This design comes from an exercise in tuning for small area on the open sky130 flow, not from production work. Function was checked by simulation only, so behaviour that the tests miss may differ from the original. Power is estimated from default activity; no workload was simulated.

==> design.v <==
module pkt_framer #(
  parameter int PAYLOAD_BYTES  = 40,
  parameter int FCS_BYTES      = 4,
  parameter int TIMEOUT_CYCLES = 64
) (
  input  logic                       clk_i,
  input  logic                       rst_i,
  input  logic                       in_valid_i,
  input  logic [7:0]                 in_data_i,
  input  logic                       in_sof_i,
  output logic                       in_ready_o,
  output logic                       crc_valid_o,
  output logic [8*PAYLOAD_BYTES-1:0] crc_data_o,
  input  logic                       crc_done_i,
  input  logic [31:0]                crc_value_i,
  output logic [15:0]                stat_ok_o,
  output logic [15:0]                stat_bad_o,
  output logic [15:0]                stat_drop_o,
  output logic                       out_valid_o,
  input  logic                       out_ready_i,
  output logic [8*PAYLOAD_BYTES-1:0] out_payload_o,
  output logic                       out_crc_ok_o,
  output logic                       out_timeout_o
);
  localparam int PW = 8 * PAYLOAD_BYTES;
  localparam int FW = 8 * FCS_BYTES;
  localparam int CW = $clog2(PAYLOAD_BYTES);
  localparam int TW = $clog2(TIMEOUT_CYCLES);
  typedef enum logic [2:0] {
    S_IDLE, S_COLLECT, S_FCS, S_CRC_REQ, S_CRC_WAIT, S_OUTPUT
  } state_t;
  state_t         state_q;
  logic [CW-1:0]  cnt_q;
  logic [TW-1:0]  timer_q;
  logic [FW-1:0]  fcs_q;
  logic [PW-1:0]  payload_q;
  logic [PW-1:0]  out_payload_q;
  logic           in_ready_q;
  logic           crc_valid_q;
  logic           out_valid_q;
  logic           out_crc_ok_q;
  logic           out_timeout_q;
  logic           accept_d;
  assign accept_d = in_valid_i & in_ready_q;
  logic [15:0] stat_ok_q, stat_bad_q, stat_drop_q;
  function automatic logic [15:0] sat_inc(input logic [15:0] v);
    sat_inc = (v == 16'hFFFF) ? v : v + 16'd1;
  endfunction
  always_ff @(posedge clk_i or posedge rst_i) begin
    if (rst_i) begin
      state_q       <= S_IDLE;
      cnt_q         <= '0;
      timer_q       <= '0;
      fcs_q         <= '0;
      payload_q     <= '0;
      out_payload_q <= '0;
      in_ready_q    <= 1'b1;
      crc_valid_q   <= 1'b0;
      out_valid_q   <= 1'b0;
      out_crc_ok_q  <= 1'b0;
      out_timeout_q <= 1'b0;
      stat_ok_q     <= '0;
      stat_bad_q    <= '0;
      stat_drop_q   <= '0;
    end else begin
      crc_valid_q <= 1'b0;
      case (state_q)
        S_IDLE: begin
          if (accept_d && in_sof_i) begin
            payload_q <= {payload_q[PW-9:0], in_data_i};
            cnt_q     <= CW'(1);
            state_q   <= S_COLLECT;
          end
        end
        S_COLLECT, S_FCS: begin
          if (accept_d) begin
            if (in_sof_i) begin
              payload_q <= {payload_q[PW-9:0], in_data_i};
              cnt_q     <= CW'(1);
              state_q   <= S_COLLECT;
            end else if (state_q == S_COLLECT) begin
              payload_q <= {payload_q[PW-9:0], in_data_i};
              if (cnt_q == CW'(PAYLOAD_BYTES - 1)) begin
                cnt_q   <= '0;
                state_q <= S_FCS;
              end else begin
                cnt_q <= cnt_q + CW'(1);
              end
            end else begin
              fcs_q <= {in_data_i, fcs_q[FW-1:8]};
              if (cnt_q == CW'(FCS_BYTES - 1)) begin
                cnt_q       <= '0;
                in_ready_q  <= 1'b0;
                crc_valid_q <= 1'b1;
                state_q     <= S_CRC_REQ;
              end else begin
                cnt_q <= cnt_q + CW'(1);
              end
            end
          end
        end
        S_CRC_REQ: begin
          timer_q <= TW'(TIMEOUT_CYCLES - 1);
          state_q <= S_CRC_WAIT;
        end
        S_CRC_WAIT: begin
          if (crc_done_i) begin
            out_crc_ok_q  <= (crc_value_i == fcs_q);
            out_timeout_q <= 1'b0;
            out_payload_q <= payload_q;
            out_valid_q   <= 1'b1;
            state_q       <= S_OUTPUT;
          end else if (timer_q == '0) begin
            out_crc_ok_q  <= 1'b0;
            out_timeout_q <= 1'b1;
            out_payload_q <= payload_q;
            out_valid_q   <= 1'b1;
            state_q       <= S_OUTPUT;
          end else begin
            timer_q <= timer_q - TW'(1);
          end
        end
        S_OUTPUT: begin
          if (out_ready_i) begin
            out_valid_q <= 1'b0;
            in_ready_q  <= 1'b1;
            state_q     <= S_IDLE;
          end
        end
        default: state_q <= S_IDLE;
      endcase
      if (accept_d && ((state_q == S_IDLE && !in_sof_i) ||
                       ((state_q == S_COLLECT || state_q == S_FCS) && in_sof_i)))
        stat_drop_q <= sat_inc(stat_drop_q);
      if (state_q == S_OUTPUT && out_ready_i) begin
        if (out_crc_ok_q) stat_ok_q  <= sat_inc(stat_ok_q);
        else              stat_bad_q <= sat_inc(stat_bad_q);
      end
    end
  end
  assign in_ready_o    = in_ready_q;
  assign crc_valid_o   = crc_valid_q;
  assign crc_data_o    = payload_q;
  assign out_valid_o   = out_valid_q;
  assign out_payload_o = out_payload_q;
  assign out_crc_ok_o  = out_crc_ok_q;
  assign out_timeout_o = out_timeout_q;
  assign stat_ok_o     = stat_ok_q;
  assign stat_bad_o    = stat_bad_q;
  assign stat_drop_o   = stat_drop_q;
endmodule
==> run.sh <==
#!/bin/bash
# synth_recipe.tcl (not shown) runs the flow's synth.tcl, then flattens the netlist and writes it again
# the make line also repeats each setting of config.mk as NAME=value (left out here)
make -C /OpenROAD-flow-scripts/flow DESIGN_CONFIG=/design/flow/config.mk WORK_HOME=/design/flow/orfs CLKGATE_MAP_FILE= SYNTH_SCRIPT=/design/flow/synth_recipe.tcl finish
==> config.mk <==
export PLATFORM = sky130hd
export DESIGN_NAME = pkt_framer
export DESIGN_NICKNAME = pkt_framer
export VERILOG_FILES = /design/flow/design.v
export SDC_FILE = /design/flow/constraint.sdc
export NUM_CORES = 4
export LEC_CHECK = 0
export CAP_MARGIN = 20
export CORE_MARGIN = 2
export CORE_UTILIZATION = 40
export SLEW_MARGIN = 20
==> constraint.sdc <==
create_clock -name core_clock -period 4.0 [get_ports {clk_i}]
set_input_delay 0.8000 -clock core_clock [delete_from_list [all_inputs] [get_ports {clk_i}]]
set_output_delay 0.8000 -clock core_clock [all_outputs]
set_load 0.01 [all_outputs]
==> reports/results.tsv <==
stage	metric	value	unit
logic_synthesis	Synth Flop Type	dfrtp_1	
final_layout	Layout area overhead	37.31	%
sta	Fmax achieved	0.3758	GHz
critical_path	Crit Path Max Fanout	4	
logic_synthesis	Yosys Warn Count	1	
drt	post-DR wirelength/cell	23.85	um
critical_path	CP Capture Point	crc_data_o[220]	
clocking	postcts setup bufs	0	
global_route	vias in the first global route	18816	
place	RD Place Congestion	0.8424	
sta	hold_ws	0.4863	ns
drt	post-route ant nets	0	
clocking	post_cts resized	0	
logic_synthesis	Synth area leaders	dfrtp_1 (62%), mux2_4 (15%), mux2_1 (13%)	
critical_path	Reg2Reg Depth	6	
floorplan	io pins	739	
pwr	PwrDens	489.4	mW/mm2
clocking	CTS sink count	740	
critical_path	cell count along the critical path	1	
global_route	first-pass GRT wire length	129.9	mm
critical_path	max incr delay on CP	0.63	ns
logic_synthesis	Post-synth EDFFs	0	
drt	Total Routed Length	86.01	mm
logic_synthesis	post-synth top area share	0.6213	
global_route	met1 Use GR	0.2836	
flow_run	max-cap violations	0	
sta	final setup vio count	0	
critical_path	Crit path max-delay family	buffers and inverters	
critical_path	FF-to-FF setup slack	1.44	ns
clocking	clk slew on worst S/H paths	0.05	ns
floorplan	Std-Cell Rows	100	
final_layout	register area	0.01852	mm2
critical_path	CP bufs+invs	1	
drt	vias	18045	
sta	Least-Margin Pin Slew	0.9580	ns
sta	crit path time final	2.661	ns
global_route	initial antenna violation count	1	
pwr	total power	20.00	mW
critical_path	CP max stage cell	clkdlybuf4s50_1	
sta	RSZ-0062 raised after global routing	false	
critical_path	crit path from	payload_q[220]$_DFFE_PP0P_	
global_route	grt total ovfl	0	
final_layout	Nets	2623	
worst_hold_path	Hold WC Path Type	flop to flop	
floorplan	initial core utilization	0.4018	
floorplan	Die H	276.8	um
clocking	htree depth	3	
global_route	gr usage total	0.2232	
place	I/O Buffers	738	
logic_synthesis	Syn Inst Count	1795	
final_layout	Final Util	0.5518	
critical_path	required time of the worst setup path	3.20	ns
status	status	no timing/DRC/antenna violations	
place	dpl hpwl	63.51	mm
drt	iteration-0 DRC count of the detailed router	829	
logic_synthesis	commonest cells in the netlist	dfrtp_1 (739), mux2_1 (331), mux2_4 (289), mux2_2 (54), xnor2_1 (43)	
drt	DRT Pass-1 Iters	6	
global_route	met2 Usage GRT	0.3792	
critical_path	worst reg2reg endpoint	out_payload_q[23]$_DFFE_PP0P_	
logic_synthesis	post-synth top area cell	dfrtp_1	
drt	detailed-route vias per instance	5.004	
clocking	Post-CTS Hold Fix Bufs	0	
global_route	global route hottest layer	met2	
critical_path	Critical Path, Cell by Cell	clkdlybuf4s50_1	
floorplan	core footprint	0.07407	mm2
clocking	number of buffers created by CTS	81	
final_layout	area occupied by multi-input gates	0.01063	mm2
global_route	pin count of the biggest net entering global routing	141	
sta	setup slack after layout	1.339	ns
clocking	CTS tree	done	
logic_synthesis	Syn Nets	1847	
sta	endpoints failing hold	0	
sta	Tcrit/Tclk final	0.6653	
logic_synthesis	fraction of registers with async set/reset	1.000	
sta	max-slew violations	0	
logic_synthesis	count leader, synth	dfrtp_1	
final_layout	number of fill cells	5976	
drt	DR DRC count	0	
clocking	Clock Latency Late Sink	0.64	ns
pwr	Leakage	20.13	nW
critical_path	reg-to-reg critical path startpoint	state_q[2]$_DFFE_PP0P_	
clocking	CTS root buffer	clkbuf_16	
sta	total negative setup slack	0	ns
logic_synthesis	Synth Register Bits	740	
critical_path	Setup crit end kind	primary output	
logic_synthesis	sequential cell area fraction in the yosys report	0.6222	
place	DP Worst Slack	0.9204	ns
floorplan	Die Span X	276.8	um
pwr	worst vdd ir	0.0004128	V
critical_path	Worst setup SP type	flop	
sta	clock skew	0.02636	ns
clocking	Max Buffers Root-to-Sink	3	
final_layout	share of layout cells above drive strength 1	0.1982	
logic_synthesis	Post-Syn Area	0.02976	mm2
sta	Rel. slew slack	0.3448	
global_route	grt met3 use	0.05939	
floorplan	DIE AREA	0.07661	mm2
critical_path	CP arrival	1.86	ns
critical_path	crit path kind	flop to primary output	
logic_synthesis	post-synth cell types	54	
logic_synthesis	Syn Area/Cell	16.58	um2
cell families (layout without fill, tap and decap cells):
| group | Yosys count | after routing | synth area share |
|---|---|---|---|
| AND/OR/NAND/NOR | 160 | 160 | 0.02947 |
| adder cells (fa/ha/maj) | 6 | 6 | 0.002522 |
| multiplexers | 675 | 675 | 0.2918 |
| other | 0 | 3 | 0 |
| buffers and inverters | 91 | 930 | 0.02131 |
| XOR/XNOR | 80 | 80 | 0.02354 |
| AO/OA/AOI/OAI | 43 | 43 | 0.009206 |
| flip-flops | 740 | 740 | 0.6222 |
layout make-up:
class,instances,area share
flip-flops and latches,740,0.4531
diodes,3,0.0001837
well taps,969,0.02967
repair buffers,774,0.1926
inverters,10,0.001010
clock buffers,113,0.05645
clock inverters,33,0.006950
multi-input cells,964,0.2600
sequential cells by signal (all words and copies together) (netlist names):
signal and cells:
timer_q 6, out_valid_q 1, stat_bad_q 16, out_timeout_q 1, state_q 3, stat_drop_q 16, stat_ok_q 16, out_payload_q 320
fcs_q 32, crc_valid_q 1, out_crc_ok_q 1, payload_q 320, cnt_q 6, in_ready_q 1
stage by stage:
step / cell area (um2) / cells
finish: 40870 / 3606
CTS: 40860 / 3603
global placement: 38270 / 3457
detailed placement: 38270 / 3457
global route: 40860 / 3603
floorplan: 29770 / 1795
layout by cell type, fill, tap and decap left out, types with 16 or more instances in the layout:
cell,instances
mux2_4,289
nor2_1,23
clkbuf_16,81
xnor2_1,43
mux2_2,54
nor3_1,16
buf_12,17
nand4_1,18
dfrtp_1,739
clkbuf_8,16
buf_4,19
mux2_1,331
clkbuf_1,16
xor2_1,37
clkdlybuf4s50_1,738
nand3_1,23
nand2_1,28
clkinv_2,23
per-layer routing:
layer	up-vias	routed length, um
li1	7921	-
met2	537	42690
met5	-	13
met4	2	1674
met3	98	5665
met1	9487	35970
power breakdown:
part | switching [mW] | internal (mW) | total, mW | leakage [nW]
Combinational | 1.55 | 1.92 | 3.47 | 8.72
Sequential | 1.08 | 8.19 | 9.27 | 10.1
Clock | 3.13 | 4.13 | 7.27 | 1.29
Total | 5.76 | 14.2 | 20.0 | 20.1
how the worst min path moves through the flow:
stage / depth (start not counted) / end / start
detailed placement: 1 / out_payload_q[291]$_DFFE_PP0P_ / out_payload_q[291]$_DFFE_PP0P_
floorplan: 2 / cnt_q[1]$_DFFE_PP0P_ / cnt_q[1]$_DFFE_PP0P_
global route: 1 / out_payload_q[293]$_DFFE_PP0P_ / out_payload_q[293]$_DFFE_PP0P_
CTS: 1 / out_payload_q[291]$_DFFE_PP0P_ / out_payload_q[291]$_DFFE_PP0P_
finish: 1 / out_payload_q[291]$_DFFE_PP0P_ / out_payload_q[291]$_DFFE_PP0P_
global placement: 1 / stat_drop_q[13]$_DFFE_PP0P_ / stat_drop_q[13]$_DFFE_PP0P_

## what the ideal ports hide
No port has a modelled driver above. Below, the same layout with a new extraction and two added sets of constraints. Step 1 (the two cells are an assumption about what drives the block):
set clk [get_ports {clk_i}]
set_driving_cell -lib_cell sky130_fd_sc_hd__clkbuf_16 $clk
set_driving_cell -lib_cell sky130_fd_sc_hd__buf_2 [delete_from_list [all_inputs] $clk]
Step 2, shift: input delay + t, output delay - t, t = (earliest + latest rising clock arrival at the registers) / 2. This alone moves slack from input paths to output paths. Slacks: no drivers / after step 1 / after step 2; pairs: no drivers / after step 1.
t (ns): 0.684
slack for setup (ns): 1.339 / 1.279 / 0.891
worst hold slack (ns): 0.486 / 0.486 / 0.486
clock arrival spread, ns: 0.029 / 0.029
After both steps this run still meets setup and hold. The setup slack of this run moves by -0.060 ns with the drivers and by -0.448 ns with both steps.
